Background: an optimization exercise with open tools, aiming at small area, a short achievable clock period and few clock cycles per item. Do not read the settings as production practice. RTL that was checked went through simulation tests only; none was proved equivalent to the original. Function not checked in runs 5 and 6: the RTL went through the layout flow alone. No activity file was given, so power comes from the tool's default toggle rates.

==> design/flow/design.v <==
module tophat_subtract #(
    parameter int DATA_WIDTH = 16,
    parameter int LAG        = 35,
    parameter int DEPTH      = 128,
    localparam int PTR_W     = (DEPTH > 1) ? $clog2(DEPTH) : 1,
    localparam int CNT_W     = $clog2(DEPTH + 1),
    localparam int DROP_W    = $clog2(LAG + 2)
) (
    input  logic                  clk,
    input  logic                  areset,
    input  logic [DATA_WIDTH-1:0] axis_raw_tdata,
    input  logic                  axis_raw_tvalid,
    output logic                  axis_raw_tready,
    input  logic [DATA_WIDTH-1:0] axis_base_tdata,
    input  logic                  axis_base_tvalid,
    output logic                  axis_base_tready,
    output logic [DATA_WIDTH-1:0] axis_out_tdata,
    output logic                  axis_out_tvalid,
    input  logic                  axis_out_tready,
    output logic                  sat_flag
);
    localparam int                NB       = DEPTH / 2;       
    localparam int                NGRP     = NB / 2;          
    localparam int                NLO      = 8;               
    localparam int                NHI      = DEPTH / NLO;
    localparam logic [PTR_W-1:0]  HOLD_MAX = PTR_W'(DEPTH - 1);
    localparam logic [DROP_W-1:0] LAG_C    = DROP_W'(LAG);
    logic [DATA_WIDTH-1:0] mem [DEPTH];
    logic [DATA_WIDTH-1:0] w_data;
    logic                  w_v;
    logic [NLO-1:0]        w_lo;
    logic [NLO-1:0]        wr_lo_n;
    logic [NHI-1:0]        wr_hi_n;
    logic [NLO-1:0]        wr_lo;
    logic [NHI-1:0]        wr_hi;
    logic [NGRP-1:0]       rd_lo [2];
    logic                  rd_hi [2];
    logic                  rd_bank;        
    logic [DATA_WIDTH-1:0] rd_part [2][2];
    logic [PTR_W-1:0]      held;           
    logic [DROP_W-1:0]     drop_cnt;
    logic                  warm;           
    logic                  raw_rdy, base_rdy;
    logic                  raw_nrdy, base_nrdy;
    assign raw_rdy  = !raw_nrdy;
    assign base_rdy = !base_nrdy;
    logic                  p1_v;
    logic [DATA_WIDTH-1:0] p1_raw, p1_base;
    logic                  d_v, d_ovf;
    logic [DATA_WIDTH-1:0] d_diff;
    logic                  s_v, s_sat;
    logic [DATA_WIDTH-1:0] s_data;
    logic                  o_v, o_sat;
    logic [DATA_WIDTH-1:0] o_data;
    logic                  sticky;
    assign axis_raw_tready  = raw_rdy;
    assign axis_base_tready = base_rdy;
    assign axis_out_tdata   = o_data;
    assign axis_out_tvalid  = o_v;
    assign sat_flag         = o_sat;
    logic raw_hs, base_hs, pair, drop;
    assign raw_hs  = axis_raw_tvalid && raw_rdy;
    assign base_hs = axis_base_tvalid && base_rdy;
    assign pair    = base_hs && !warm;
    assign drop    = base_hs && warm;
    logic [DATA_WIDTH-1:0] rd_data;
    assign rd_data = rd_hi[rd_bank] ? rd_part[rd_bank][1] : rd_part[rd_bank][0];
    logic [DATA_WIDTH-1:0] diff;
    logic                  ovf;
    assign diff = p1_raw - p1_base;
    assign ovf  = (p1_raw[DATA_WIDTH-1] ^ p1_base[DATA_WIDTH-1]) &&
                  (p1_raw[DATA_WIDTH-1] ^ diff[DATA_WIDTH-1]);
    logic [DATA_WIDTH-1:0] res;
    assign res = d_ovf ? {d_diff[DATA_WIDTH-1] ? 1'b0 : 1'b1,
                          {(DATA_WIDTH-1){d_diff[DATA_WIDTH-1]}}} : d_diff;
    assign wr_lo_n = w_v ? {wr_lo[NLO-2:0], wr_lo[NLO-1]} : wr_lo;
    assign wr_hi_n = (w_v && wr_lo[NLO-1]) ? {wr_hi[NHI-2:0], wr_hi[NHI-1]} : wr_hi;
    logic o_free;
    assign o_free = !o_v || axis_out_tready;
    logic [PTR_W-1:0] held_inc, held_dec, held_n;
    logic             raw_rdy_n, old_n;
    logic             warm_n, p1_v_n, s_v_n;
    assign held_inc = held + 1'b1;
    assign held_dec = held - 1'b1;
    always_comb begin
        case ({raw_hs, pair})
            2'b10:   held_n = held_inc;
            2'b01:   held_n = held_dec;
            default: held_n = held;
        endcase
        case ({raw_hs, pair})
            2'b10:   raw_rdy_n = held != HOLD_MAX - 1'b1;
            2'b01:   raw_rdy_n = 1'b1;
            default: raw_rdy_n = held != HOLD_MAX;
        endcase
        case ({pair, w_v})
            2'b11:   old_n = held > PTR_W'(2);
            2'b10,
            2'b01:   old_n = held > PTR_W'(1);
            default: old_n = held != '0;
        endcase
        warm_n = warm && !(drop && drop_cnt == LAG_C - 1'b1);
        p1_v_n = pair || (p1_v && s_v);
        s_v_n  = !o_free && (s_v || d_v);
    end
    always_ff @(posedge clk) begin
        for (int j = 0; j < NHI; j++) begin
            for (int i = 0; i < NLO; i++) begin
                if (w_lo[i] && wr_hi[j]) mem[j * NLO + i] <= w_data;
            end
        end
        w_data <= axis_raw_tdata;
        for (int b = 0; b < 2; b++) begin
            for (int h = 0; h < 2; h++) begin
                logic [DATA_WIDTH-1:0] acc;
                acc = '0;
                for (int i = 0; i < NGRP; i++) begin
                    acc = acc | ({DATA_WIDTH{rd_lo[b][i]}} & mem[2 * (h * NGRP + i) + b]);
                end
                rd_part[b][h] <= acc;
            end
        end
        if (pair) begin
            p1_raw  <= rd_data;
            p1_base <= axis_base_tdata;
        end
        if (!s_v) begin
            d_diff <= diff;
            d_ovf  <= ovf;
        end
        if (!o_free && !s_v && d_v) begin
            s_data <= res;
            s_sat  <= sticky || d_ovf;
        end
        if (o_free) begin
            if (s_v) begin
                o_data <= s_data;
                o_sat  <= s_sat;
            end else if (d_v) begin
                o_data <= res;
                o_sat  <= sticky || d_ovf;
            end
        end
    end
    always_ff @(posedge clk or posedge areset) begin
        if (areset) begin
            w_v      <= 1'b0;
            w_lo     <= '0;
            wr_lo    <= NLO'(1);
            wr_hi    <= NHI'(1);
            rd_lo[0] <= NGRP'(1);
            rd_lo[1] <= NGRP'(1);
            rd_hi[0] <= 1'b0;
            rd_hi[1] <= 1'b0;
            rd_bank  <= 1'b0;
            held     <= '0;
            drop_cnt <= '0;
            warm     <= 1'b1;
            raw_nrdy  <= 1'b0;
            base_nrdy <= 1'b0;
            p1_v     <= 1'b0;
            d_v      <= 1'b0;
            s_v      <= 1'b0;
            o_v      <= 1'b0;
            sticky   <= 1'b0;
        end else begin
            w_v <= raw_hs;
            wr_lo <= wr_lo_n;
            wr_hi <= wr_hi_n;
            w_lo  <= raw_hs ? wr_lo_n : '0;
            if (pair) begin
                rd_bank <= !rd_bank;
                for (int b = 0; b < 2; b++) begin
                    if (rd_bank == 1'(b)) begin
                        rd_lo[b] <= {rd_lo[b][NGRP-2:0], rd_lo[b][NGRP-1]};
                        if (rd_lo[b][NGRP-1]) rd_hi[b] <= !rd_hi[b];
                    end
                end
            end
            if (drop)   drop_cnt <= drop_cnt + 1'b1;
            held     <= held_n;
            warm     <= warm_n;
            raw_nrdy  <= !raw_rdy_n;
            base_nrdy <= !(warm_n || (old_n && (!s_v_n || !p1_v_n)));
            p1_v     <= p1_v_n;
            if (!s_v) d_v <= p1_v;
            s_v      <= s_v_n;
            o_v      <= !o_free || s_v || d_v;
            if (!s_v && d_v && d_ovf) sticky <= 1'b1;
        end
    end
endmodule
==> design/flow/flow/run.sh <==
#!/bin/bash
set -euo pipefail
export MAKEFLAGS="MATCH_CELL_FOOTPRINT=0"
export BUFFER_PORTS_ARGS="-buffer_cell sky130_fd_sc_hd__buf_4"
bash standard.sh > make_finish.log 2>&1
==> design/flow/standard.sh <==
#!/bin/bash
# synth_recipe.tcl (not shown) runs the flow's synth.tcl, then flattens the netlist and writes it again
# the make line also repeats each setting of config.mk as NAME=value (left out here)
make -C /OpenROAD-flow-scripts/flow DESIGN_CONFIG=/design/flow/config.mk WORK_HOME=/design/flow/orfs CLKGATE_MAP_FILE= SYNTH_SCRIPT=/design/flow/synth_recipe.tcl "${@:-finish}"
==> design/flow/config.mk <==
export PLATFORM = sky130hd
export DESIGN_NAME = tophat_subtract
export DESIGN_NICKNAME = tophat_subtract
export VERILOG_FILES = /design/flow/design.v
export SDC_FILE = /design/flow/constraint.sdc
export NUM_CORES = 4
export LEC_CHECK = 0
export CAP_MARGIN = 20
export CORE_MARGIN = 2
export CORE_UTILIZATION = 50
export CTS_CLUSTER_DIAMETER = 80
export CTS_CLUSTER_SIZE = 24
export SETUP_SLACK_MARGIN = 2.9
export SLEW_MARGIN = 20
export TNS_END_PERCENT = 100
==> design/flow/constraint.sdc <==
create_clock -name core_clock -period 5.0 [get_ports {clk}]
set_input_delay 1.0000 -clock core_clock [delete_from_list [all_inputs] [get_ports {clk}]]
set_output_delay 1.0000 -clock core_clock [all_outputs]
set_load 0.01 [all_outputs]
==> out/results.ini, run 1 <==
[run_status]
status=no timing/DRC/antenna violations

[synthesis]
ys.flop_type=edfxtp_1
synth_top_family_by_area=compound AO/OA/AOI/OAI gates
synthXorXnorAreaFrac_pct=0.261
netlist_area_mm2=0.0840
ys_ff_latch=2332
netlist-cell-type-count=59
yosysSeqAreaShare_pct=81.7
async_reset_ff_share_pct=5.19
synth_cells=4522
synth-edff-count=2131
syn_area_per_cell_um2=18.6
synth_nets=4586
synth_top_area_share_pct=76.2
synth_compound_area_share_pct=10.4
synthTopCellsByArea=edfxtp_1, a22oi_1, dfrtp_1
ys_warn_count=5
synthAdderAreaFrac_pct=0.411
synth-simple-area-share_pct=3.86
synth_area_leader_cell=edfxtp_1
synth_mux_area_share_pct=1.61

[global_routing]
grt_pass1_wl_um=368000
met2_usage_pct=49.8
grt_overflow=0
grt_pass1_vias=45066
busiest_layer=met2
use_met3_pct=5.53
grt_antenna_before_repair=8
use_met1_pct=44.1
grt_max_degree=105
grt_use_total_pct=31.4

[floorplan]
ios=57
die_area_mm2=0.171
die_w_um=414
num_rows=150
core_area_mm2=0.167
initial_core_util_pct=50.3
dieHeight_um=414

[clock_network]
ctsRootBufferMaster=clkbuf_16
cts_max_level=3
clock-sinks=2332
cts_hold_buf=0
clkTransAtPathRegs_ns=0.10
cts_buffer_depth=3
cts_buffers=110
cts_tree=built
clock_latency_ns=0.78

[placement]
pre_cts_slack_ns=1.95
place.gp.congestion=0.830
placed_cells=6682
numPortBuffers=56
hpwlAfterDp_um=145000

[power_and_ir_drop]
cellLeakagePower_nw=30.0
irDropWorstVdd_uv=356
power_mw=40.6
power_density_mw_per_mm2=436

[worst_setup_path]
cp.required_ns=4.00
start_kind=flip-flop
critPathArrivalTime_ns=1.43
worst-setup-path-type=reg2out
crit_fanout=2
endpoint_kind=output pin

[sta]
min_period_ns=2.43
setup_ws_ns=2.57
max_freq_mhz=411
drv_slew=0
fin_skew_ns=0.0285
hold_ws_ns=0.240
finalCritPeriodShare_pct=48.7
finalSetupViolCount=0
hold_viol_final=0
tightest_slew_ns=1.15
slew_headroom_pct=23.5
setup_tns_ns=0
rsz0062_at_grt=true

[cells_and_area]
fin_nets=4771
n_fill_cell=12698
drive_gt1_share_pct=16.4
final_cells=7006
syn_to_final_growth_pct=10.9

[detailed_routing]
first_pass_iters=6
vias_per_cell=6.89
num_vias=48263
wire_per_inst_um=38.7
wl_um=271000
ant_nets=0
drt_first_iter_violations=8104
drc=0

[worst_hold_path]
hold_class=in2async

[flow_run]
max_cap_violations=0

-- power by group --
| group | leakage (nW) | internal, mW | switching, mW |
|---|---|---|---|
| Sequential | 21.4 | 22.1 | 0.759 |
| Clock | 1.59 | 4.45 | 6.03 |
| Combinational | 7.02 | 2.81 | 4.42 |
| Total | 30.0 | 29.4 | 11.2 |
-- layer usage --
layer  part of all wire [%]  vias to the layer above
li1                       -                    18995
met1                     39                    25524
met2                     47                     3214
met3                     11                      524
met4                    4.1                        6
met5                  0.016                        -
-- sequential cells by signal, indices dropped and copies added, names as in the netlist, 2 cells and up --
name      flops
p1_raw       16
p1_base      16
wr_hi        16
rd_hi         2
rd_lo        64
o_data       16
d_diff       16
mem        2048
drop_cnt      6
w_lo          8
wr_lo         8
rd_part      64
w_data       16
s_data       16
held          7
-- final timing paths --
check,from,to,slack (ns),cells past startpoint
max,raw_nrdy,axis_raw_tready,2.57,2
min,areset,o_v,0.24,2
max reg2reg,p1_base[0],d_diff[12],2.62,8
min reg2reg,sticky,sticky,0.47,1
max in group asynchronous,areset,rd_lo[1][4],3.74,3
min in group core_clock,axis_raw_tdata[8],w_data[8],0.33,1
-- synth_stat cells, drive strengths merged, types with 50 or more instances --
cell,n
clkbuf,219
dfrtp,116
dfxtp,80
buf,74
nand3,99
a22o,164
nand4,148
and2,131
edfxtp,2131
a22oi,696
inv,50
mux2,103
a221oi,165
-- per-stage QoR --
step                      cell area (um2)  utilization, %
after global placement              87800            52.6
after CTS                           92600            55.4
after detailed placement            87800            52.6
after global routing                93100            55.7
after floorplan                     84300               -
final                               93100            55.7
-- cell families (layout without fill, tap and decap cells) --
group                    count (synthesis)  after routing
AND/OR/NAND/NOR                        542            544
flip-flops                            2332           2332
other                                    0              4
AO/OA/AOI/OAI                         1131           1131
XOR/XNOR                                25             25
buffers and inverters                  343            617
multiplexers                           122            122
adder cells (fa/ha/maj)                 27             27
-- placed cells by master (no fill, tap or decap), types with 20 or more instances in the layout --
| master | synthesis | layout |
|---|---|---|
| edfxtp_1 | 2131 | 2131 |
| a22oi_1 | 696 | 694 |
| buf_4 | 3 | 272 |
| a22o_1 | 164 | 164 |
| nand4_1 | 148 | 148 |
| a221oi_1 | 165 | 145 |
| clkbuf_16 | 0 | 112 |
| nand3_1 | 99 | 97 |
| and2_1 | 131 | 93 |
| clkbuf_1 | 219 | 69 |
| dfxtp_1 | 80 | 64 |
| mux2_2 | 103 | 60 |
| dfrtp_1 | 116 | 55 |
| buf_6 | 7 | 53 |
| dfrtp_4 | 0 | 49 |
| inv_1 | 48 | 46 |
| or4_1 | 46 | 46 |
| mux2_4 | 0 | 43 |
| and2_2 | 0 | 36 |
| o21ai_0 | 31 | 28 |
| a21oi_1 | 29 | 26 |
| nand2_1 | 22 | 21 |
| nor2b_1 | 21 | 20 |
| a221oi_2 | 0 | 20 |
| or3_1 | 21 | 20 |
-- cell type report --
type                    count  area (um2)  area share (%)
well taps                2204        2760            2.96
diodes                      4        10.0          0.0108
multi-input cells        1849       14500            15.6
inverters                  50         221           0.238
repair buffers            363        3370            3.62
flip-flops and latches   2332       68900            74.0
repair inverters            1        11.3          0.0121
clock buffers             183        3090            3.32
clock inverters            20         231           0.249
-- critical path: stages (launching register included) --
cell and delay (ns):
dfrtp_1 0.40, clkinvlp_4 0.14, buf_6 0.14
-- repair_timing --
item                                    CTS  global route
buffers inserted                         87            27
endpoints found under the setup margin  186           109
gates resized for setup                 151            65
hold endpoints to repair                  0             0
pin swaps                                 9            26
gates cloned                              2             1
Testbench counts, summed over its fixed seeds: cycles 2,704, items 2,400.
==> inputs of run 2 (changes only) <==
--- a/design/flow/config.mk
+++ b/design/flow/config.mk
@@ -10,6 +10,6 @@
 export CORE_UTILIZATION = 50
 export CTS_CLUSTER_DIAMETER = 80
 export CTS_CLUSTER_SIZE = 24
-export SETUP_SLACK_MARGIN = 2.9
+export SETUP_SLACK_MARGIN = 2.6
 export SLEW_MARGIN = 20
 export TNS_END_PERCENT = 100
==> run 2 against run 1 <==
Effect of this change:
- wire length is 2.9% lower
- first-iteration DRC count is 4.4% lower
- sequential power is 2% higher
- global-route usage is 0.86 points lower
- hold slack better by 0.070 ns
- critical path type is now reg2reg
- clock-buffer cell count stayed put
- combinational power is 18% lower
- highest routed layer unchanged
==> out/results.ini, run 2 <==
[run_status]
status=no timing/DRC/antenna violations  ; unchanged

[detailed_routing]
wl_um=264000  ; was 271000 um
wire_per_inst_um=38.2  ; was 38.7 um
dr_wl_met3_um=27200  ; was 28600 um
drt_first_iter_violations=7750  ; was 8104
num_vias=47203  ; was 48.3k
first_pass_iters=6  ; unchanged
dr.max_layer_used=met5  ; unchanged
drc=0  ; unchanged
ant_nets=0  ; unchanged
vias_per_cell=6.84  ; was 6.89
wl_met2_um=123000  ; was 127000 um
drt-met1-wl_um=103000  ; was 105000 um

[floorplan]
die_area_mm2=0.171  ; unchanged
initial_core_util_pct=50.3  ; unchanged
ios=57  ; unchanged
core_area_mm2=0.167  ; unchanged
die_w_um=414  ; unchanged
dieHeight_um=414  ; unchanged
num_rows=150  ; unchanged

[cells_and_area]
largest_reg_flops=2048  ; unchanged
drive_gt1_share_pct=13.5  ; was 16.4%
syn_to_final_growth_pct=8.61  ; was 10.9%
reg_top3=mem x2048, rd_lo x64, rd_part x64  ; unchanged
fin_nets=4663  ; was 4771
layout_common_cells=edfxtp_1, a22oi_1, buf_4  ; unchanged
n_fill_cell=12943  ; was 12.7k
final_common_cell=edfxtp_1  ; unchanged
largest_register=mem  ; unchanged

[worst_hold_path]
hold_class=in2reg  ; was in2async

[global_routing]
grt_use_total_pct=30.5  ; was 31.4%
grt_overflow=0  ; unchanged
grt_max_degree=122  ; was 105
grt_antenna_before_repair=6  ; was 8
grt_pass1_vias=44884  ; was 45.1k
grt_pass1_wl_um=360000  ; was 368000 um

[synthesis]
synth_nets=4586  ; unchanged
synth_area_leader_cell=edfxtp_1  ; unchanged
synthTopCellsByArea=edfxtp_1, a22oi_1, dfrtp_1  ; unchanged
ys_ff_latch=2332  ; unchanged
synth_top_area_share_pct=76.2  ; unchanged
yosysSeqAreaShare_pct=81.7  ; unchanged
netlist_area_mm2=0.0840  ; unchanged
ys_top_cells_by_count=edfxtp_1, a22oi_1, clkbuf_1  ; unchanged
ys_warn_count=5  ; unchanged
synth_cells=4522  ; unchanged
netlist-cell-type-count=59  ; unchanged
async_reset_ff_share_pct=5.19  ; unchanged
synth-edff-count=2131  ; unchanged
synthMostInstantiatedCell=edfxtp_1  ; unchanged
ys.flop_type=edfxtp_1  ; unchanged
syn_area_per_cell_um2=18.6  ; unchanged

[worst_setup_path]
worstPathCellList=buf_4 -> a22o_1 -> a221oi_1 -> nand4_1 -> or3_1  ; was clkinvlp_4 -> buf_6
worst-setup-path-type=reg2reg  ; was reg2out
cp_slowest_cell=dfrtp_2  ; was dfrtp_1
start_kind=flip-flop  ; unchanged
endpoint_kind=flip-flop  ; was output pin
critPathArrivalTime_ns=3.12  ; was 1.43 ns
crit_family=simple AND/OR/NAND/NOR gates  ; was flip-flops
path_buf_inv=1  ; was 2
slowest_delay_ns=0.58  ; was 0.40 ns
crit_fanout=24  ; was 2
cp.required_ns=5.66  ; was 4.00 ns

[sta]
drv_slew=0  ; unchanged
slew_headroom_pct=19.9  ; was 23.5%
hold_viol_final=0  ; unchanged
min_period_ns=2.46  ; was 2.43 ns
finalSetupViolCount=0  ; unchanged
fin_skew_ns=0.0353  ; was 0.0285 ns
setup_ws_ns=2.54  ; was 2.57 ns
finalCritPeriodShare_pct=49.3  ; was 48.7%
setup_tns_ns=0  ; unchanged
tightest_slew_ns=1.20  ; was 1.15 ns
rsz0062_at_grt=true  ; unchanged
max_freq_mhz=406  ; was 411 MHz
hold_ws_ns=0.310  ; was 0.240 ns

[placement]
place.gp.congestion=0.843  ; was 0.830
hpwlAfterDp_um=144000  ; was 145000 um
pre_cts_slack_ns=1.99  ; was 1.95 ns
numPortBuffers=56  ; unchanged

[clock_network]
clock_latency_ns=0.79  ; was 0.78 ns
clock-sinks=2332  ; unchanged
cts_hold_buf=0  ; unchanged
cts_tree=built  ; unchanged
cts_buffers=112  ; was 110
clkTransAtPathRegs_ns=0.10  ; about the same
cts_buffer_depth=3  ; unchanged
ctsRootBufferMaster=clkbuf_16  ; unchanged
cts_max_level=3  ; unchanged

[power_and_ir_drop]
irDropWorstVdd_uv=317  ; was 356 uV
power_density_mw_per_mm2=437  ; was 436 mW/mm2
cellLeakagePower_nw=29.1  ; was 30.0 nW

[flow_run]
max_cap_violations=0  ; unchanged

==> run 2: routing by layer <==
layer | GRT usage [%] | vias up
met5 | 0 | -
met4 | 10.6 | 4
met3 | 5.42 | 447
met2 | 48.2 | 2910
met1 | 43.0 | 25082
li1 | - | 18760
==> run 2: stage by stage <==
step                std cells  area (um2)  utilization (%)  power [mW]
finish                   6906       91200             54.6        39.8
global route             6904       91200             54.6        40.9
CTS                      6894       91000             54.5        39.7
detailed placement       6680       87600             52.4        29.5
global placement         6680       87600             52.4        29.5
floorplan                4522       84000                -        26.6
==> run 2: final timing paths <==
check	start	to	slack, ns	cells after the start
min	axis_raw_tdata[11]	w_data[11]	0.31	1
min in group asynchronous	areset	sticky	0.35	3
max reg2reg	rd_lo[0][7]	rd_part[1][13]	2.54	5
max in group asynchronous	areset	rd_lo[1][18]	3.93	3
min reg2reg	drop_cnt[5]	drop_cnt[5]	0.48	1
max	rd_lo[0][7]	rd_part[1][13]	2.54	5
==> run 2: cells by family after synthesis <==
kind of cell,share of synthesized area [%]
buffers and inverters,1.69
and+or+nand+nor,3.86
xor gates and xnor gates,0.261
AOI/OAI and AO/OA,10.4
DFF,81.7
muxes,1.61
adders and majority gates,0.411
==> run 2: timing repair <==
| item | CTS | global route |
|---|---|---|
| pin swaps | 1 | 4 |
| buffers inserted | 1 | 7 |
| endpoints found under the setup margin | 14 | 54 |
| resized for setup | 11 | 22 |
==> run 2: power breakdown <==
part,internal [mW],switching [mW]
Clock,4.43,6.14
Sequential,22.1,1.22
Combinational,2.29,3.65
Total,28.8,11.0
==> run 2: layout make-up <==
cell class	instances	area [um2]	area share (%)
clock inverter	30	293	0.321
tap	2204	2760	3.02
multi-input combinational	1847	14000	15.4
sequential	2332	68800	75.4
clock buffer	183	3120	3.42
timing repair buffer	256	1980	2.17
antenna	4	10.0	0.0110
inverter	50	208	0.228
==> inputs of run 3 (changes only) <==
--- a/design/flow/config.mk
+++ b/design/flow/config.mk
@@ -7,9 +7,9 @@
 export LEC_CHECK = 0
 export CAP_MARGIN = 20
 export CORE_MARGIN = 2
-export CORE_UTILIZATION = 50
+export CORE_UTILIZATION = 62
 export CTS_CLUSTER_DIAMETER = 80
 export CTS_CLUSTER_SIZE = 24
-export SETUP_SLACK_MARGIN = 2.6
+export SETUP_SLACK_MARGIN = 2.7
 export SLEW_MARGIN = 20
 export TNS_END_PERCENT = 100
==> run 3 against run 2 <==
Effect of this change:
- still clean on timing, DRC and antenna
- global-route usage rose by 7.3 points
- synthesized cell count did not move
- sequential share of layout area is 0.31 points lower
- cell area grew 0.47%
- hold slack improved by 0.0078 ns
- register-to-register slack improved by 0.05 ns
- critical path type unchanged
- largest cell class unchanged
==> out/results.ini, run 3 <==
[run_status]
status=no timing/DRC/antenna violations  ; unchanged

[placement]
place_area_mm2=0.0872  ; was 0.0876 mm2
numPortBuffers=56  ; unchanged
hpwlAfterDp_um=144000  ; about the same
place.gp.congestion=0.843  ; about the same

[sta]
fin_skew_ns=0.0447  ; was 0.0353 ns
setup_tns_ns=0  ; unchanged
drv_slew=0  ; unchanged
slew_headroom_pct=24.9  ; was 19.9%
max_freq_mhz=414  ; was 406 MHz
hold_ws_ns=0.318  ; was 0.310 ns
finalSetupViolCount=0  ; unchanged
tightest_slew_ns=1.13  ; was 1.20 ns
finalCritPeriodShare_pct=48.3  ; was 49.3%
hold_viol_final=0  ; unchanged
min_period_ns=2.42  ; was 2.46 ns
rsz0062_at_grt=true  ; unchanged

[clock_network]
cts_buffers=111  ; was 112
cts_buffer_depth=3  ; unchanged
clock-sinks=2332  ; unchanged
ctsRootBufferMaster=clkbuf_16  ; unchanged
cts_max_level=3  ; unchanged
clock_latency_ns=0.78  ; was 0.79 ns
cts_tree=built  ; unchanged
clkTransAtPathRegs_ns=0.10  ; about the same

[synthesis]
synth_nets=4586  ; unchanged
ys.flop_type=edfxtp_1  ; unchanged
yosysSeqAreaShare_pct=81.7  ; unchanged
netlist_area_mm2=0.0840  ; unchanged
synth-edff-count=2131  ; unchanged
ys_ff_latch=2332  ; unchanged
synth_cells=4522  ; unchanged
synth_area_leader_cell=edfxtp_1  ; unchanged
synthTopCellsByArea=edfxtp_1, a22oi_1, dfrtp_1  ; unchanged
synthMostInstantiatedCell=edfxtp_1  ; unchanged
syn_area_per_cell_um2=18.6  ; unchanged
ys_top_cells_by_count=edfxtp_1, a22oi_1, clkbuf_1  ; unchanged
async_reset_ff_share_pct=5.19  ; unchanged
netlist-cell-type-count=59  ; unchanged
synth_top_area_share_pct=76.2  ; unchanged
ys_warn_count=5  ; unchanged

[worst_setup_path]
cp_slowest_cell=fa_2  ; was dfrtp_2
worst-setup-path-type=reg2reg  ; unchanged
r2r-start=p1_base[0]  ; was rd_lo[0][7]
crit_family=compound AO/OA/AOI/OAI gates  ; was simple AND/OR/NAND/NOR gates
rrSetupSlack_ns=2.58  ; was 2.54 ns
start_kind=flip-flop  ; unchanged
endpoint_kind=flip-flop  ; unchanged
critPathArrivalTime_ns=2.91  ; was 3.12 ns
r2r_end=d_diff[12]  ; was rd_part[1][13]
path_buf_inv=0  ; was 1
r2r_cells=8  ; was 5
worstPathCellList=ha_1 -> fa_2 -> nor2b_4 -> o31a_1 -> o21ai_2 -> a211oi_2 -> nor4_1 -> a2111o_1  ; was buf_4 -> a22o_1 -> a221oi_1 -> nand4_1 -> or3_1
cp.required_ns=5.49  ; was 5.66 ns
crit_fanout=3  ; was 24
slowest_delay_ns=0.39  ; was 0.58 ns

[detailed_routing]
first_pass_iters=5  ; was 6
wire_per_inst_um=40.3  ; was 38.2 um
drc=0  ; unchanged
wl_um=263000  ; was 264000 um
ant_nets=0  ; unchanged
vias_per_cell=7.29  ; was 6.84
drt_first_iter_violations=7660  ; was 7750
num_vias=47623  ; was 47.2k

[cells_and_area]
layout_common_cells=edfxtp_1, a22oi_1, buf_4  ; unchanged
largest_reg_flops=2048  ; unchanged
final_common_cell=edfxtp_1  ; unchanged
largest_register=mem  ; unchanged
syn_to_final_growth_pct=9.11  ; was 8.61%
n_fill_cell=8867  ; was 12.9k
stdcell_area_mm2=0.0916  ; was 0.0912 mm2
reg_top3=mem x2048, rd_lo x64, rd_part x64  ; unchanged
fin_nets=4714  ; was 4663
drive_gt1_share_pct=14.1  ; was 13.5%

[global_routing]
grt_pass1_wl_um=357000  ; was 360000 um
grt_antenna_before_repair=6  ; unchanged
grt_max_degree=122  ; unchanged
grt_overflow=0  ; unchanged
grt_pass1_vias=43970  ; was 44.9k
grt_use_total_pct=37.8  ; was 30.5%

[floorplan]
die_w_um=372  ; was 414 um
num_rows=135  ; was 150
initial_core_util_pct=62.2  ; was 50.3%
core_area_mm2=0.135  ; was 0.167 mm2
dieHeight_um=372  ; was 414 um
ios=57  ; unchanged
die_area_mm2=0.138  ; was 0.171 mm2

[flow_run]
max_cap_violations=0  ; unchanged

[worst_hold_path]
hp-start=axis_raw_tdata[13]  ; was axis_raw_tdata[11]
whs_path_depth=1  ; unchanged
worstHoldEndpoint=w_data[13]  ; was w_data[11]
hold_class=in2reg  ; unchanged

[power_and_ir_drop]
p_clk_share_pct=26.3  ; was 26.5%
comb_power_share_pct=16.7  ; was 14.9%
swShare_pct=27.8  ; was 27.7%
p_int_mw=29.4  ; was 28.8 mW
switchingPower_mw=11.3  ; was 11.0 mW
cellLeakagePower_nw=29.6  ; was 29.1 nW
seqPwrFrac_pct=56.9  ; was 58.5%
power_density_mw_per_mm2=444  ; was 437 mW/mm2
irDropWorstVdd_uv=394  ; was 317 uV

## run 3: cell count changes in the layout (fill, tap and decap cells not counted), sizes merged
cell      delta
clkbuf      +13
and2         +1
clkinvlp     -2
diode        +1
buf         +49
clkinv      -13
inv          +2
## run 3: power groups by stage
| stage | sequential [mW] | clock [mW] | combinational, mW |
|---|---|---|---|
| CTS | 23.2 | 10.7 | 6.26 |
| finish | 23.1 | 10.7 | 6.80 |
| detailed placement | 23.8 | 0 | 5.90 |
| global route | 23.1 | 11.4 | 7.10 |
| global placement | 23.8 | 0 | 5.82 |
| floorplan | 22.9 | 0 | 3.81 |
## run 3: metal layers
layer	GRT usage, %	part of all wire (%)	vias up
met2	58.8	46	3419
met4	16.2	5.2	4
li1	-	-	18877
met5	0	0.010	-
met1	54.4	37	24769
met3	5.56	11	554
## run 3: layout make-up
class / count / area (um2) / area share (%)
inverters: 50 / 208 / 0.227
clock buffers: 195 / 3360 / 3.66
flip-flops and latches: 2332 / 68800 / 75.1
clock inverters: 16 / 155 / 0.169
multi-input cells: 1848 / 14200 / 15.5
well taps: 1781 / 2230 / 2.43
repair buffers: 306 / 2620 / 2.86
repair inverters: 1 / 8.76 / 0.00956
diodes: 5 / 12.5 / 0.0137
## run 3: worst max-delay path by stage
stage               slack, ns              end             start  cells past startpoint
floorplan                2.52        base_nrdy            areset                      1
global placement         1.83          held[6]  axis_base_tvalid                      9
detailed placement       1.80          held[6]  axis_base_tvalid                      9
CTS                      2.56  axis_raw_tready          raw_nrdy                      2
global route             2.54       d_diff[12]        p1_base[0]                      8
finish                   2.58       d_diff[12]        p1_base[0]                      8
## run 3: kinds of logic (layout without fill, tap and decap cells)
| family | after synthesis | after routing | synth area share [%] |
|---|---|---|---|
| DFF | 2332 | 2332 | 81.7 |
| AOI/OAI and AO/OA | 1131 | 1131 | 10.4 |
| and+or+nand+nor | 542 | 543 | 3.86 |
| buffers and inverters | 343 | 568 | 1.69 |
| muxes | 122 | 122 | 1.61 |
| adders and majority gates | 27 | 27 | 0.411 |
| xor gates and xnor gates | 25 | 25 | 0.261 |
| other | 0 | 5 | 0 |
## run 3: per-stage QoR
stage / total power, mW / cells / utilization [%] / setup slack, ns
floorplan: 26.7 / 4522 / - / 2.52
global placement: 29.6 / 6267 / 64.6 / 1.83
detailed placement: 29.7 / 6267 / 64.6 / 1.80
CTS: 40.2 / 6494 / 67.5 / 2.56
global route: 41.6 / 6533 / 67.9 / 2.54
finish: 40.7 / 6534 / 67.9 / 2.58
## run 3: worst reg2reg max path, stage by stage (launching register included)
cell and delay, ns:
edfxtp_1 0.38, ha_1 0.22, fa_2 0.39, nor2b_4 0.13, o31a_1 0.25, o21ai_2 0.09, a211oi_2 0.26, nor4_1 0.09
a2111o_1 0.35
## run 3: what timing repair did
action,4_1_cts,5_1_grt
gates resized for setup,77,35
cloned,0,2
setup endpoints to repair,146,119
setup buffers,16,33
pin swaps,3,6
hold buffers,0,0
==> inputs of run 4 (changes only) <==
--- a/design/flow/config.mk
+++ b/design/flow/config.mk
@@ -7,7 +7,7 @@
 export LEC_CHECK = 0
 export CAP_MARGIN = 20
 export CORE_MARGIN = 2
-export CORE_UTILIZATION = 62
+export CORE_UTILIZATION = 56
 export CTS_CLUSTER_DIAMETER = 80
 export CTS_CLUSTER_SIZE = 24
 export SETUP_SLACK_MARGIN = 2.7
==> run 4 against run 3 <==
Effect of this change:
- clock-buffer cell count down 5
- final cell count up 3.6%
- sequential power about the same
- worst setup slack better by 0.018 ns
- critical path type is now reg2out
- critical endpoint is now axis_raw_tready
- largest cell class unchanged
- highest routed layer unchanged
==> out/results.ini, run 4 <==
[power_and_ir_drop]
irDropWorstVdd_uv=325  ; was 394 uV
cellLeakagePower_nw=29.6  ; about the same
power_mw=40.7  ; about the same
power_density_mw_per_mm2=442  ; was 444 mW/mm2

[global_routing]
grt_antenna_before_repair=9  ; was 6
grt_use_total_pct=34.8  ; was 37.8%
grt_pass1_wl_um=363000  ; was 357000 um
grt_pass1_vias=44886  ; was 44.0k
grt_max_degree=109  ; was 122
grt_overflow=0  ; unchanged

[placement]
place_area_mm2=0.0875  ; was 0.0872 mm2
place.gp.congestion=0.824  ; was 0.843
placed_cells=6494  ; was 6267
numPortBuffers=56  ; unchanged
pre_cts_slack_ns=1.90  ; was 1.80 ns
hpwlAfterDp_um=147000  ; was 144000 um

[cells_and_area]
final_core_util_pct=61.6  ; was 67.9%
final_common_cell=edfxtp_1  ; unchanged
drive_gt1_share_pct=14.8  ; was 14.1%
syn_to_final_growth_pct=9.65  ; was 9.11%
reg_top3=mem x2048, rd_lo x64, rd_part x64  ; unchanged
stdcell_area_mm2=0.0921  ; was 0.0916 mm2
fin_nets=4710  ; was 4714
largest_reg_flops=2048  ; unchanged
largest_register=mem  ; unchanged
n_fill_cell=10849  ; was 8867
layout_common_cells=edfxtp_1, a22oi_1, buf_4  ; unchanged
multi_input_comb_area_mm2=0.0143  ; was 0.0142 mm2
ff_latch_area_mm2=0.0688  ; about the same
final_cells=6766  ; was 6534

[worst_setup_path]
r2r_cells=8  ; unchanged
crit_fanout=2  ; was 3
critPathArrivalTime_ns=1.40  ; was 2.91 ns
start_kind=flip-flop  ; unchanged
r2r-start=p1_base[0]  ; unchanged
r2r_end=d_diff[12]  ; unchanged
worst-setup-path-type=reg2out  ; was reg2reg
endpoint_kind=output pin  ; was flip-flop
rrSetupSlack_ns=2.67  ; was 2.58 ns
cp.required_ns=4.00  ; was 5.49 ns

[worst_hold_path]
hold_class=in2async  ; was in2reg

[sta]
drv_slew=0  ; unchanged
rsz0062_at_grt=true  ; unchanged
setup_tns_ns=0  ; unchanged
finalSetupViolCount=0  ; unchanged
hold_ws_ns=0.206  ; was 0.318 ns
slew_headroom_pct=16.3  ; was 24.9%
max_freq_mhz=417  ; was 414 MHz
min_period_ns=2.40  ; was 2.42 ns
finalCritPeriodShare_pct=48.0  ; was 48.3%
hold_viol_final=0  ; unchanged
fin_skew_ns=0.0401  ; was 0.0447 ns
setup_ws_ns=2.60  ; was 2.58 ns
tightest_slew_ns=1.25  ; was 1.13 ns

[synthesis]
netlist_area_mm2=0.0840  ; unchanged
syn_area_per_cell_um2=18.6  ; unchanged
synth_nets=4586  ; unchanged
synthMostInstantiatedCell=edfxtp_1  ; unchanged
netlist-cell-type-count=59  ; unchanged
synth_area_leader_cell=edfxtp_1  ; unchanged
synth_top_area_share_pct=76.2  ; unchanged
synthTopCellsByArea=edfxtp_1, a22oi_1, dfrtp_1  ; unchanged
ys_top_cells_by_count=edfxtp_1, a22oi_1, clkbuf_1  ; unchanged
ys.flop_type=edfxtp_1  ; unchanged
synth-edff-count=2131  ; unchanged
synth_cells=4522  ; unchanged
async_reset_ff_share_pct=5.19  ; unchanged
ys_warn_count=5  ; unchanged
yosysSeqAreaShare_pct=81.7  ; unchanged
ys_ff_latch=2332  ; unchanged

[detailed_routing]
wl_um=267000  ; was 263000 um
ant_nets=0  ; unchanged
drt_first_iter_violations=6822  ; was 7660
first_pass_iters=5  ; unchanged
vias_per_cell=7.02  ; was 7.29
drc=0  ; unchanged
num_vias=47477  ; was 47.6k
wire_per_inst_um=39.4  ; was 40.3 um

[floorplan]
die_w_um=391  ; was 372 um
ios=57  ; unchanged
initial_core_util_pct=56.2  ; was 62.2%
num_rows=142  ; was 135
die_area_mm2=0.153  ; was 0.138 mm2
dieHeight_um=391  ; was 372 um
core_area_mm2=0.149  ; was 0.135 mm2

[clock_network]
cts_max_level=3  ; unchanged
cts_buffer_depth=3  ; unchanged
ctsRootBufferMaster=clkbuf_16  ; unchanged
cts_tree=built  ; unchanged
cts_buffers=112  ; was 111
clock_latency_ns=0.78  ; about the same
clock-sinks=2332  ; unchanged
clkTransAtPathRegs_ns=0.10  ; about the same

[run_status]
status=no timing/DRC/antenna violations  ; unchanged

[flow_run]
max_cap_violations=0  ; unchanged

==> run 4: cell counts after synthesis <==
No cell type changed its count.
==> run 4: cell families (layout without fill, tap and decap cells) <==
| kind of cell | after synthesis | in the layout | share of synthesized area [%] |
|---|---|---|---|
| flops | 2332 | 2332 | 81.7 |
| fa+ha+maj | 27 | 27 | 0.411 |
| other cells | 0 | 5 | 0 |
| xor+xnor | 25 | 25 | 0.261 |
| compound gates | 1131 | 1131 | 10.4 |
| simple gates | 542 | 544 | 3.86 |
| buf+inv | 343 | 564 | 1.69 |
| mux | 122 | 122 | 1.61 |
==> run 4: final cells by class <==
type	count	area share, %
repair buffers	300	2.84
well taps	2016	2.74
flip-flops and latches	2332	74.8
repair inverters	1	0.0122
diodes	5	0.0136
multi-input cells	1849	15.5
clock inverters	23	0.364
inverters	50	0.241
clock buffers	190	3.53
==> run 4: worst max path at each step <==
stage / from / endpoint / slack [ns] / cells after the start
6_report: raw_nrdy / axis_raw_tready / 2.60 / 2
4_1_cts: raw_nrdy / axis_raw_tready / 2.55 / 2
2_1_floorplan: areset / base_nrdy / 2.52 / 1
3_5_place_dp: axis_base_tvalid / held[6] / 1.90 / 9
5_1_grt: p1_raw[0] / d_diff[12] / 2.50 / 9
3_3_place_gp: axis_base_tvalid / held[6] / 1.92 / 9
==> run 4: critical path, stage by stage (launching register included) <==
cell and delay [ns]:
dfrtp_1 0.38, clkinvlp_4 0.12, buf_6 0.13
==> run 4: timing repair <==
item	4_1_cts	5_1_grt
cloned	2	1
pin swaps	7	11
hold buffers	0	0
setup buffers	16	35
endpoints found under the setup margin	136	71
resized for setup	63	63
==> run 4: power breakdown <==
group | internal (mW) | switching, mW | leakage, nW | total, mW
Sequential | 22.1 | 1.06 | 21.4 | 23.2
Combinational | 2.55 | 4.04 | 6.51 | 6.59
Clock | 4.83 | 6.09 | 1.71 | 10.9
Total | 29.5 | 11.2 | 29.6 | 40.7
==> run 4: layer usage <==
metal | track usage, % | share of wire (%) | vias up
li1 | - | - | 18866
met1 | 48.7 | 38 | 25212
met2 | 55.6 | 48 | 2927
met3 | 6.24 | 10 | 468
met4 | 12.0 | 4.2 | 4
met5 | 0 | 0.012 | -
==> inputs of run 5 (changes only) <==
--- a/design/flow/design.v
+++ b/design/flow/design.v
@@ -44,8 +44,6 @@
     logic                  raw_nrdy, base_nrdy;
     assign raw_rdy  = !raw_nrdy;
     assign base_rdy = !base_nrdy;
-    logic                  p1_v;
-    logic [DATA_WIDTH-1:0] p1_raw, p1_base;
     logic                  d_v, d_ovf;
     logic [DATA_WIDTH-1:0] d_diff;
     logic                  s_v, s_sat;
@@ -67,9 +65,9 @@
     assign rd_data = rd_hi[rd_bank] ? rd_part[rd_bank][1] : rd_part[rd_bank][0];
     logic [DATA_WIDTH-1:0] diff;
     logic                  ovf;
-    assign diff = p1_raw - p1_base;
-    assign ovf  = (p1_raw[DATA_WIDTH-1] ^ p1_base[DATA_WIDTH-1]) &&
-                  (p1_raw[DATA_WIDTH-1] ^ diff[DATA_WIDTH-1]);
+    assign diff = rd_data - axis_base_tdata;
+    assign ovf  = (rd_data[DATA_WIDTH-1] ^ axis_base_tdata[DATA_WIDTH-1]) &&
+                  (rd_data[DATA_WIDTH-1] ^ diff[DATA_WIDTH-1]);
     logic [DATA_WIDTH-1:0] res;
     assign res = d_ovf ? {d_diff[DATA_WIDTH-1] ? 1'b0 : 1'b1,
                           {(DATA_WIDTH-1){d_diff[DATA_WIDTH-1]}}} : d_diff;
@@ -79,7 +77,7 @@
     assign o_free = !o_v || axis_out_tready;
     logic [PTR_W-1:0] held_inc, held_dec, held_n;
     logic             raw_rdy_n, old_n;
-    logic             warm_n, p1_v_n, s_v_n;
+    logic             warm_n, d_v_n, s_v_n;
     assign held_inc = held + 1'b1;
     assign held_dec = held - 1'b1;
     always_comb begin
@@ -100,7 +98,7 @@
             default: old_n = held != '0;
         endcase
         warm_n = warm && !(drop && drop_cnt == LAG_C - 1'b1);
-        p1_v_n = pair || (p1_v && s_v);
+        d_v_n  = pair || (d_v && s_v);
         s_v_n  = !o_free && (s_v || d_v);
     end
     always_ff @(posedge clk) begin
@@ -121,10 +119,6 @@
             end
         end
         if (pair) begin
-            p1_raw  <= rd_data;
-            p1_base <= axis_base_tdata;
-        end
-        if (!s_v) begin
             d_diff <= diff;
             d_ovf  <= ovf;
         end
@@ -158,7 +152,6 @@
             warm     <= 1'b1;
             raw_nrdy  <= 1'b0;
             base_nrdy <= 1'b0;
-            p1_v     <= 1'b0;
             d_v      <= 1'b0;
             s_v      <= 1'b0;
             o_v      <= 1'b0;
@@ -181,9 +174,8 @@
             held     <= held_n;
             warm     <= warm_n;
             raw_nrdy  <= !raw_rdy_n;
-            base_nrdy <= !(warm_n || (old_n && (!s_v_n || !p1_v_n)));
-            p1_v     <= p1_v_n;
-            if (!s_v) d_v <= p1_v;
+            base_nrdy <= !(warm_n || (old_n && (!s_v_n || !d_v_n)));
+            d_v      <= d_v_n;
             s_v      <= s_v_n;
             o_v      <= !o_free || s_v || d_v;
             if (!s_v && d_v && d_ovf) sticky <= 1'b1;
--- a/design/flow/config.mk
+++ b/design/flow/config.mk
@@ -7,7 +7,7 @@
 export LEC_CHECK = 0
 export CAP_MARGIN = 20
 export CORE_MARGIN = 2
-export CORE_UTILIZATION = 56
+export CORE_UTILIZATION = 50
 export CTS_CLUSTER_DIAMETER = 80
 export CTS_CLUSTER_SIZE = 24
 export SETUP_SLACK_MARGIN = 2.7
==> run 5 against run 4 <==
Effect of this change:
- hold slack gained 0.12 ns
- sequential share of layout area shrank 0.36 points
- critical path type is now reg2reg
- total power grew 2.3%
- wire length grew 0.17%
- critical path depth grew 7
- register-to-register slack lost 0.31 ns
- non-clock buffer count grew 22
==> out/results.ini, run 5 <==
[cells_and_area]
largest_register=mem  ; unchanged
reg_top3=mem x2048, rd_lo x64, rd_part x64  ; unchanged
ff_latch_area_mm2=0.0678  ; was 0.0688 mm2
drive_gt1_share_pct=14.8  ; about the same
largest_reg_flops=2048  ; unchanged
final_common_cell=edfxtp_1  ; unchanged
layout_common_cells=edfxtp_1, a22oi_1, buf_4  ; unchanged
multi_input_comb_area_mm2=0.0143  ; about the same
n_fill_cell=12624  ; was 10.8k
fin_nets=4713  ; was 4710
syn_to_final_growth_pct=10.2  ; was 9.65%

[power_and_ir_drop]
power_mw=41.6  ; was 40.7 mW
power_density_mw_per_mm2=456  ; was 442 mW/mm2
irDropWorstVdd_uv=335  ; was 325 uV
cellLeakagePower_nw=28.8  ; was 29.6 nW

[synthesis]
ys.flop_type=edfxtp_1  ; unchanged
ys_ff_latch=2299  ; was 2332
synthXorXnorAreaFrac_pct=0.265  ; was 0.261%
yosysSeqAreaShare_pct=81.8  ; was 81.7%
synth_top_family_by_area=compound AO/OA/AOI/OAI gates  ; unchanged
synth_nets=4572  ; was 4586
synthAdderAreaFrac_pct=0.430  ; was 0.411%
synthTopCellsByArea=edfxtp_1, a22oi_1, dfrtp_1  ; unchanged
synth-simple-area-share_pct=4.24  ; was 3.86%
synth_top_area_share_pct=76.2  ; about the same
syn_area_per_cell_um2=18.4  ; was 18.6 um2
netlist-cell-type-count=65  ; was 59
netlist_area_mm2=0.0827  ; was 0.0840 mm2
synth_mux_area_share_pct=1.65  ; was 1.61%
synth_cells=4508  ; was 4522
ys_warn_count=5  ; unchanged
synth_compound_area_share_pct=10.1  ; was 10.4%
ys_top_cells_by_count=edfxtp_1, a22oi_1, clkbuf_1  ; unchanged
synth-edff-count=2099  ; was 2131
synth_area_leader_cell=edfxtp_1  ; unchanged
synthMostInstantiatedCell=edfxtp_1  ; unchanged
async_reset_ff_share_pct=5.22  ; was 5.19%

[worst_setup_path]
worst-path-stages=9  ; was 2
cp_slowest_cell=dfrtp_4  ; was dfrtp_1
cp.required_ns=5.53  ; was 4.00 ns
path_buf_inv=1  ; was 2
start_kind=flip-flop  ; unchanged
slowest_delay_ns=0.53  ; was 0.38 ns
endpoint_kind=flip-flop  ; was output pin
r2r_cells=9  ; was 8
critPathArrivalTime_ns=3.17  ; was 1.40 ns
crit_fanout=5  ; was 2
worst-setup-path-type=reg2reg  ; was reg2out
crit_family=simple AND/OR/NAND/NOR gates  ; was flip-flops
worstPathCellList=mux2_4 -> o21ai_4 -> inv_2 -> ha_4 -> nor2b_4 -> o2111ai_4 -> a21oi_4 -> or4_1 -> and3_1  ; was clkinvlp_4 -> buf_6

[detailed_routing]
drc=0  ; unchanged
ant_nets=0  ; unchanged
vias_per_cell=6.86  ; was 7.02
num_vias=47584  ; was 47.5k
first_pass_iters=8  ; was 5
wire_per_inst_um=38.5  ; was 39.4 um
wl_um=267000  ; about the same
drt_first_iter_violations=7854  ; was 6822

[sta]
fin_skew_ns=0.0330  ; was 0.0401 ns
max_freq_mhz=379  ; was 417 MHz
min_period_ns=2.64  ; was 2.40 ns
hold_viol_final=0  ; unchanged
drv_slew=0  ; unchanged
slew_headroom_pct=21.4  ; was 16.3%
setup_ws_ns=2.36  ; was 2.60 ns
setup_tns_ns=0  ; unchanged
tightest_slew_ns=1.18  ; was 1.25 ns
rsz0062_at_grt=true  ; unchanged
finalSetupViolCount=0  ; unchanged
finalCritPeriodShare_pct=52.8  ; was 48.0%

[global_routing]
grt_pass1_vias=44757  ; was 44.9k
grt_max_degree=95  ; was 109
grt_use_total_pct=31.3  ; was 34.8%
grt_antenna_before_repair=19  ; was 9
grt_overflow=0  ; unchanged
grt_pass1_wl_um=365000  ; was 363000 um

[floorplan]
die_area_mm2=0.169  ; was 0.153 mm2
initial_core_util_pct=50.3  ; was 56.2%
dieHeight_um=411  ; was 391 um
ios=57  ; unchanged
core_area_mm2=0.165  ; was 0.149 mm2
num_rows=149  ; was 142
die_w_um=411  ; was 391 um

[placement]
hpwlAfterDp_um=148000  ; was 147000 um
numPortBuffers=56  ; unchanged
place.gp.congestion=0.838  ; was 0.824
pre_cts_slack_ns=1.87  ; was 1.90 ns

[clock_network]
ctsRootBufferMaster=clkbuf_16  ; unchanged
cts_tree=built  ; unchanged
clock-sinks=2299  ; was 2332
cts_hold_buf=0  ; unchanged
clkTransAtPathRegs_ns=0.10  ; about the same
cts_max_level=3  ; unchanged
cts_buffer_depth=3  ; unchanged
cts_buffers=108  ; was 112
clock_latency_ns=0.78  ; about the same

[worst_hold_path]
whs_path_depth=1
hold_class=in2reg  ; was in2async

[flow_run]
max_cap_violations=0  ; unchanged

[run_status]
status=no timing/DRC/antenna violations  ; unchanged

run 5: final cells by class:
cell class | count | area share, %
Antenna cell | 11 | 0.0302
Clock inverter | 14 | 0.141
Multi-Input combinational cell | 1870 | 15.7
Timing Repair Buffer | 322 | 3.03
Inverter | 48 | 0.232
Clock buffer | 181 | 3.44
Sequential cell | 2299 | 74.4
Tap cell | 2189 | 3.00
run 5: cell families after synthesis:
| family | count (synthesis) |
|---|---|
| mux | 123 |
| buf+inv | 339 |
| xor+xnor | 25 |
| flops | 2299 |
| compound gates | 1128 |
| fa+ha+maj | 28 |
| simple gates | 566 |
run 5: repair_timing:
item                                   CTS  global route
setup endpoints to repair              159            82
endpoints found under the hold margin    0             0
cloned                                   0             1
resized for setup                      125            56
setup buffers                           45            17
pin swaps                               18            15
run 5: path summary, 6_finish.rpt:
kind                                   startpoint            to  slack [ns]
worst max-delay path                     rd_hi[0]    d_diff[11]        2.36
worst max register to register           rd_hi[0]    d_diff[11]        2.36
worst min-delay path            axis_raw_tdata[7]     w_data[7]        0.33
min in group asynchronous                  areset   drop_cnt[1]        0.34
max in group asynchronous                  areset  rd_lo[1][20]        3.65
worst min register to register             sticky        sticky        0.48
run 5: metal layers:
| metal | vias up | global-route usage, % | routed length, um |
|---|---|---|---|
| li1 | 18796 | - | - |
| met5 | - | 0 | 120 |
| met1 | 24993 | 43.7 | 101000 |
| met4 | 18 | 11.6 | 12300 |
| met3 | 578 | 5.95 | 29700 |
| met2 | 3199 | 49.3 | 124000 |
run 5: per-stage QoR:
stage	hold slack (ns)	util (%)	std cells	area, um2
3_3_place_gp	0.444	52.6	6664	86600
4_1_cts	0.280	55.1	6904	90700
3_5_place_dp	0.461	52.6	6664	86600
6_report	0.327	55.4	6934	91200
5_1_grt	0.296	55.4	6924	91100
2_1_floorplan	0.433	-	4508	83000
run 5: where the power goes:
part / switching, mW / leakage [nW] / internal, mW
clock network: 5.93 / 1.57 / 4.35
logic: 5.69 / 6.14 / 3.13
registers: 0.817 / 21.1 / 21.7
total: 12.4 / 28.8 / 29.2
==> inputs of run 6 (changes only) <==
--- a/design/flow/design.v
+++ b/design/flow/design.v
@@ -26,11 +26,6 @@
     localparam logic [PTR_W-1:0]  HOLD_MAX = PTR_W'(DEPTH - 1);
     localparam logic [DROP_W-1:0] LAG_C    = DROP_W'(LAG);
     logic [DATA_WIDTH-1:0] mem [DEPTH];
-    logic [DATA_WIDTH-1:0] w_data;
-    logic                  w_v;
-    logic [NLO-1:0]        w_lo;
-    logic [NLO-1:0]        wr_lo_n;
-    logic [NHI-1:0]        wr_hi_n;
     logic [NLO-1:0]        wr_lo;
     logic [NHI-1:0]        wr_hi;
     logic [NGRP-1:0]       rd_lo [2];
@@ -41,9 +36,6 @@
     logic [DROP_W-1:0]     drop_cnt;
     logic                  warm;           
     logic                  raw_rdy, base_rdy;
-    logic                  raw_nrdy, base_nrdy;
-    assign raw_rdy  = !raw_nrdy;
-    assign base_rdy = !base_nrdy;
     logic                  d_v, d_ovf;
     logic [DATA_WIDTH-1:0] d_diff;
     logic                  s_v, s_sat;
@@ -71,8 +63,6 @@
     logic [DATA_WIDTH-1:0] res;
     assign res = d_ovf ? {d_diff[DATA_WIDTH-1] ? 1'b0 : 1'b1,
                           {(DATA_WIDTH-1){d_diff[DATA_WIDTH-1]}}} : d_diff;
-    assign wr_lo_n = w_v ? {wr_lo[NLO-2:0], wr_lo[NLO-1]} : wr_lo;
-    assign wr_hi_n = (w_v && wr_lo[NLO-1]) ? {wr_hi[NHI-2:0], wr_hi[NHI-1]} : wr_hi;
     logic o_free;
     assign o_free = !o_v || axis_out_tready;
     logic [PTR_W-1:0] held_inc, held_dec, held_n;
@@ -91,12 +81,7 @@
             2'b01:   raw_rdy_n = 1'b1;
             default: raw_rdy_n = held != HOLD_MAX;
         endcase
-        case ({pair, w_v})
-            2'b11:   old_n = held > PTR_W'(2);
-            2'b10,
-            2'b01:   old_n = held > PTR_W'(1);
-            default: old_n = held != '0;
-        endcase
+        old_n  = pair ? (held > PTR_W'(1)) : (held != '0);
         warm_n = warm && !(drop && drop_cnt == LAG_C - 1'b1);
         d_v_n  = pair || (d_v && s_v);
         s_v_n  = !o_free && (s_v || d_v);
@@ -104,10 +89,9 @@
     always_ff @(posedge clk) begin
         for (int j = 0; j < NHI; j++) begin
             for (int i = 0; i < NLO; i++) begin
-                if (w_lo[i] && wr_hi[j]) mem[j * NLO + i] <= w_data;
+                if (raw_hs && wr_hi[j] && wr_lo[i]) mem[j * NLO + i] <= axis_raw_tdata;
             end
         end
-        w_data <= axis_raw_tdata;
         for (int b = 0; b < 2; b++) begin
             for (int h = 0; h < 2; h++) begin
                 logic [DATA_WIDTH-1:0] acc;
@@ -138,8 +122,6 @@
     end
     always_ff @(posedge clk or posedge areset) begin
         if (areset) begin
-            w_v      <= 1'b0;
-            w_lo     <= '0;
             wr_lo    <= NLO'(1);
             wr_hi    <= NHI'(1);
             rd_lo[0] <= NGRP'(1);
@@ -150,17 +132,17 @@
             held     <= '0;
             drop_cnt <= '0;
             warm     <= 1'b1;
-            raw_nrdy  <= 1'b0;
-            base_nrdy <= 1'b0;
+            raw_rdy  <= 1'b1;
+            base_rdy <= 1'b1;
             d_v      <= 1'b0;
             s_v      <= 1'b0;
             o_v      <= 1'b0;
             sticky   <= 1'b0;
         end else begin
-            w_v <= raw_hs;
-            wr_lo <= wr_lo_n;
-            wr_hi <= wr_hi_n;
-            w_lo  <= raw_hs ? wr_lo_n : '0;
+            if (raw_hs) begin
+                wr_lo <= {wr_lo[NLO-2:0], wr_lo[NLO-1]};
+                if (wr_lo[NLO-1]) wr_hi <= {wr_hi[NHI-2:0], wr_hi[NHI-1]};
+            end
             if (pair) begin
                 rd_bank <= !rd_bank;
                 for (int b = 0; b < 2; b++) begin
@@ -173,8 +155,8 @@
             if (drop)   drop_cnt <= drop_cnt + 1'b1;
             held     <= held_n;
             warm     <= warm_n;
-            raw_nrdy  <= !raw_rdy_n;
-            base_nrdy <= !(warm_n || (old_n && (!s_v_n || !d_v_n)));
+            raw_rdy  <= raw_rdy_n;
+            base_rdy <= warm_n || (old_n && (!s_v_n || !d_v_n));
             d_v      <= d_v_n;
             s_v      <= s_v_n;
             o_v      <= !o_free || s_v || d_v;
==> design/flow/run.sh (new file) <==
#!/bin/bash
# synth_recipe.tcl (not shown) runs the flow's synth.tcl, then flattens the netlist and writes it again
# the make line also repeats each setting of config.mk as NAME=value (left out here)
make -C /OpenROAD-flow-scripts/flow DESIGN_CONFIG=/design/flow/config.mk WORK_HOME=/design/flow/orfs CLKGATE_MAP_FILE= SYNTH_SCRIPT=/design/flow/synth_recipe.tcl finish
--- a/design/flow/config.mk
+++ b/design/flow/config.mk
@@ -10,6 +10,6 @@
 export CORE_UTILIZATION = 50
 export CTS_CLUSTER_DIAMETER = 80
 export CTS_CLUSTER_SIZE = 24
-export SETUP_SLACK_MARGIN = 2.7
+export SETUP_SLACK_MARGIN = 2.5
 export SLEW_MARGIN = 20
-export TNS_END_PERCENT = 100
+export TNS_END_PERCENT = 5
removed: design/flow/flow/run.sh
removed: design/flow/standard.sh
==> run 6 against run 5 <==
Effect of this change:
- clock skew rose by 0.0089 ns
- final cell count fell by 2.6%
- flip-flop and latch count fell by 25
- sequential power fell by 6%
- worst setup slack got worse by 0.28 ns
- combinational power fell by 77%
- critical path type is now in2reg
- via count fell by 1.9%
- die area fell by 0.98%
- hold slack improved by 0.16 ns
==> out/results.ini, run 6 <==
[run_status]
status=no timing/DRC/antenna violations  ; unchanged

[sta]
min_period_ns=2.92  ; was 2.64 ns
fin_skew_ns=0.0419  ; was 0.0330 ns
setup_ws_ns=2.08  ; was 2.36 ns
tightest_slew_ns=1.23  ; was 1.18 ns
drv_slew=0  ; unchanged
hold_viol_final=0  ; unchanged
setup_tns_ns=0  ; unchanged
finalSetupViolCount=0  ; unchanged
finalCritPeriodShare_pct=58.3  ; was 52.8%
slew_headroom_pct=18.3  ; was 21.4%
max_freq_mhz=343  ; was 379 MHz
rsz0062_at_grt=true  ; unchanged

[detailed_routing]
drt_first_iter_violations=7999  ; was 7854
drc=0  ; unchanged
wire_per_inst_um=39.5  ; was 38.5 um
wl_um=266000  ; was 267000 um
vias_per_cell=6.91  ; was 6.86
ant_nets=0  ; unchanged
first_pass_iters=6  ; was 8
num_vias=46680  ; was 47.6k

[cells_and_area]
reg_top3=mem x2048, rd_lo x64, rd_part x64  ; unchanged
layout_common_cells=edfxtp_1, a22oi_1, nand4_1  ; was edfxtp_1, a22oi_1, buf_4
drive_gt1_share_pct=12.3  ; was 14.8%
fin_nets=4535  ; was 4713
syn_to_final_growth_pct=8.87  ; was 10.2%
largest_reg_flops=2048  ; unchanged
stdcell_area_mm2=0.0892  ; was 0.0912 mm2
final_common_cell=edfxtp_1  ; unchanged
largest_register=mem  ; unchanged

[floorplan]
die_w_um=409  ; was 411 um
num_rows=148  ; was 149
core_area_mm2=0.163  ; was 0.165 mm2
die_area_mm2=0.167  ; was 0.169 mm2
dieHeight_um=409  ; was 411 um
ios=57  ; unchanged
initial_core_util_pct=50.3  ; about the same

[synthesis]
synthMostInstantiatedCell=edfxtp_1  ; unchanged
syn_area_per_cell_um2=18.5  ; was 18.4 um2
synthXorXnorAreaFrac_pct=0.321  ; was 0.265%
yosysSeqAreaShare_pct=81.9  ; was 81.8%
netlist_area_mm2=0.0819  ; was 0.0827 mm2
synth_top_family_by_area=compound AO/OA/AOI/OAI gates  ; unchanged
ys.flop_type=edfxtp_1  ; unchanged
synth_cells=4432  ; was 4508
synthTopCellsByArea=edfxtp_1, a22oi_1, dfrtp_1  ; unchanged
netlist-cell-type-count=56  ; was 65
ys_warn_count=5  ; unchanged
synth_compound_area_share_pct=10.2  ; was 10.1%
synth_area_leader_cell=edfxtp_1  ; unchanged
synth_nets=4493  ; was 4572
synthAdderAreaFrac_pct=0.376  ; was 0.430%
ys_top_cells_by_count=edfxtp_1, a22oi_1, clkbuf_1  ; unchanged
synth-edff-count=2099  ; unchanged
synth_top_area_share_pct=77.0  ; was 76.2%
synth_mux_area_share_pct=1.55  ; was 1.65%
synth-simple-area-share_pct=4.13  ; was 4.24%
ys_ff_latch=2274  ; was 2299
async_reset_ff_share_pct=4.88  ; was 5.22%

[placement]
pre_cts_slack_ns=1.06  ; was 1.87 ns
hpwlAfterDp_um=160000  ; was 148000 um
place.gp.congestion=0.908  ; was 0.838
numPortBuffers=56  ; unchanged
place_area_mm2=0.0854  ; was 0.0866 mm2

[worst_setup_path]
worstPathCellList=clkdlybuf4s50_1 -> and3_1 -> and2_1  ; was mux2_4 -> o21ai_4 -> inv_2 -> ha_4 -> nor2b_4 -> o2111ai_4 -> a21oi_4 -> or4_1 -> and3_1
critPathArrivalTime_ns=3.30  ; was 3.17 ns
cp_slowest_cell=and2_1  ; was dfrtp_4
cp.required_ns=5.39  ; was 5.53 ns
path_buf_inv=1  ; unchanged
start_kind=input pin  ; was flip-flop
slowest_delay_ns=0.95  ; was 0.53 ns
endpoint_kind=flip-flop  ; unchanged
crit_fanout=16  ; was 5
crit_family=simple AND/OR/NAND/NOR gates  ; unchanged
worst-setup-path-type=in2reg  ; was reg2reg

[global_routing]
grt_pass1_wl_um=363000  ; was 365000 um
grt_max_degree=129  ; was 95
grt_use_total_pct=31.5  ; was 31.3%
grt_antenna_before_repair=20  ; was 19
grt_pass1_vias=43271  ; was 44.8k
grt_overflow=0  ; unchanged

[clock_network]
clkTransAtPathRegs_ns=0.10  ; about the same
cts_buffer_depth=3  ; unchanged
cts_tree=built  ; unchanged
clock_latency_ns=0.79  ; was 0.78 ns
clock-sinks=2274  ; was 2299
cts_max_level=3  ; unchanged
cts_buffers=107  ; was 108
ctsRootBufferMaster=clkbuf_16  ; unchanged

[worst_hold_path]
hold_class=reg2reg  ; was in2reg

[flow_run]
max_cap_violations=0  ; unchanged

[power_and_ir_drop]
power_density_mw_per_mm2=376  ; was 456 mW/mm2
cellLeakagePower_nw=28.0  ; was 28.8 nW
irDropWorstVdd_uv=324  ; was 335 uV

[run 6: changes by cell type after synthesis, sizes merged, moves of 6 or more]
cell	change
a21oi	-9
dfxtp	-16
mux2	-7
and2	-6
nor2	-9
dfrtp	-11
a21o	+6
inv	-9
[run 6: routing by layer]
| metal | wire (um) | GRT usage [%] | share of wire (%) |
|---|---|---|---|
| met1 | 100000 | 44.2 | 38 |
| met2 | 125000 | 49.9 | 47 |
| met3 | 30600 | 6.38 | 11 |
| met4 | 9800 | 9.72 | 3.7 |
| met5 | 91 | 0 | 0.034 |
[run 6: kinds of logic after synthesis]
logic type	Yosys count
AO/OA/AOI/OAI	1119
XOR/XNOR	30
adder cells (fa/ha/maj)	24
buffers and inverters	330
flip-flops	2274
multiplexers	115
AND/OR/NAND/NOR	540
[run 6: timing repair]
action,CTS,global route
pin swaps,8,7
resized for setup,86,23
setup endpoints to repair,1678,1399
cloned,2,0
hold buffers,0,0
buffers inserted,21,5
[run 6: where the power goes]
part	internal, mW	switching (mW)	leakage, nW	total (mW)
Combinational	0.815	1.25	5.65	2.07
Clock	4.27	5.94	1.55	10.2
Sequential	21.1	0.128	20.8	21.2
Total	26.2	7.32	28.0	33.5
[run 6: path summary, 6_finish.rpt]
kind	start	end	slack (ns)	depth (start not counted)
setup / recovery	axis_raw_tvalid	mem[58][15]	2.08	3
hold / removal	drop_cnt[5]	drop_cnt[5]	0.49	1
setup reg to reg	rd_lo[0][28]	rd_part[1][1]	2.12	4
hold reg to reg	drop_cnt[5]	drop_cnt[5]	0.49	1
max in group asynchronous	areset	rd_lo[0][6]	3.50	3
min in group asynchronous	areset	d_v	0.59	2
[run 6: final cells by class]
type | instances | area (um2)
repair buffers | 224 | 2040
inverters | 39 | 153
well taps | 2175 | 2720
clock inverters | 22 | 260
diodes | 8 | 20.0
flip-flops and latches | 2274 | 67200
clock buffers | 181 | 2990
fillers | 12494 | 73600
multi-input cells | 1828 | 13800
[run 6: worst register-to-register path, stage by stage (launching register included)]
cell	delay, ns
dfrtp_2	0.72
buf_4	0.39
a22oi_1	0.58
nand4_1	0.30
or4_1	0.73
[run 6: stage by stage]
stage	std cells	util, %	hold WS [ns]	power (mW)
global placement	6512	52.4	0.463	23.5
detailed placement	6512	52.4	0.479	23.5
global route	6743	54.8	0.518	34.3
finish	6751	54.8	0.491	33.5
floorplan	4432	-	0.433	22.6
CTS	6738	54.7	0.497	33.4

[afterwards: timing with drivers on the ports]
In the flow no input, the clock included, has a driving cell. The finished layouts below were timed again as built, in two steps. Step 1 (the two cells are an assumption about what drives the block):
set clk [get_ports {clk}]
set_driving_cell -lib_cell sky130_fd_sc_hd__clkbuf_16 $clk
set_driving_cell -lib_cell sky130_fd_sc_hd__buf_2 [delete_from_list [all_inputs] $clk]
Step 2, shift: input delay + t, output delay - t, t = (earliest + latest rising clock arrival at the registers) / 2. This alone moves slack from input paths to output paths. Three values: no drivers, after step 1, after step 2; two values: the first two.
| run | t (ns) | setup WS [ns] | worst setup path at the end | worst data-port slew with drivers (ns) | pins driven straight from the clock port |
|---|---|---|---|---|---|
| run 1 | 0.847 | 2.566 / 2.481 / 2.300 | input to register | 0.10 | 1 |
| run 2 | 0.855 | 2.536 / 2.461 / 2.289 | input to register | 0.11 | 1 |
| run 3 | 0.848 | 2.584 / 2.528 / 2.162 | input to register | 0.07 | 1 |
| run 4 | 0.847 | 2.602 / 2.516 / 2.404 | input to register | 0.10 | 1 |
| run 5 | 0.852 | 2.361 / 2.361 / 2.105 | input to register | 0.15 | 1 |
| run 6 | 0.847 | 2.084 / 2.035 / 1.188 | input to register | 0.12 | 1 |
After both steps setup and hold are still met in every run listed. For run 6, which loses most, drivers alone change the setup slack by -0.049 ns; drivers and shift together by -0.896 ns.
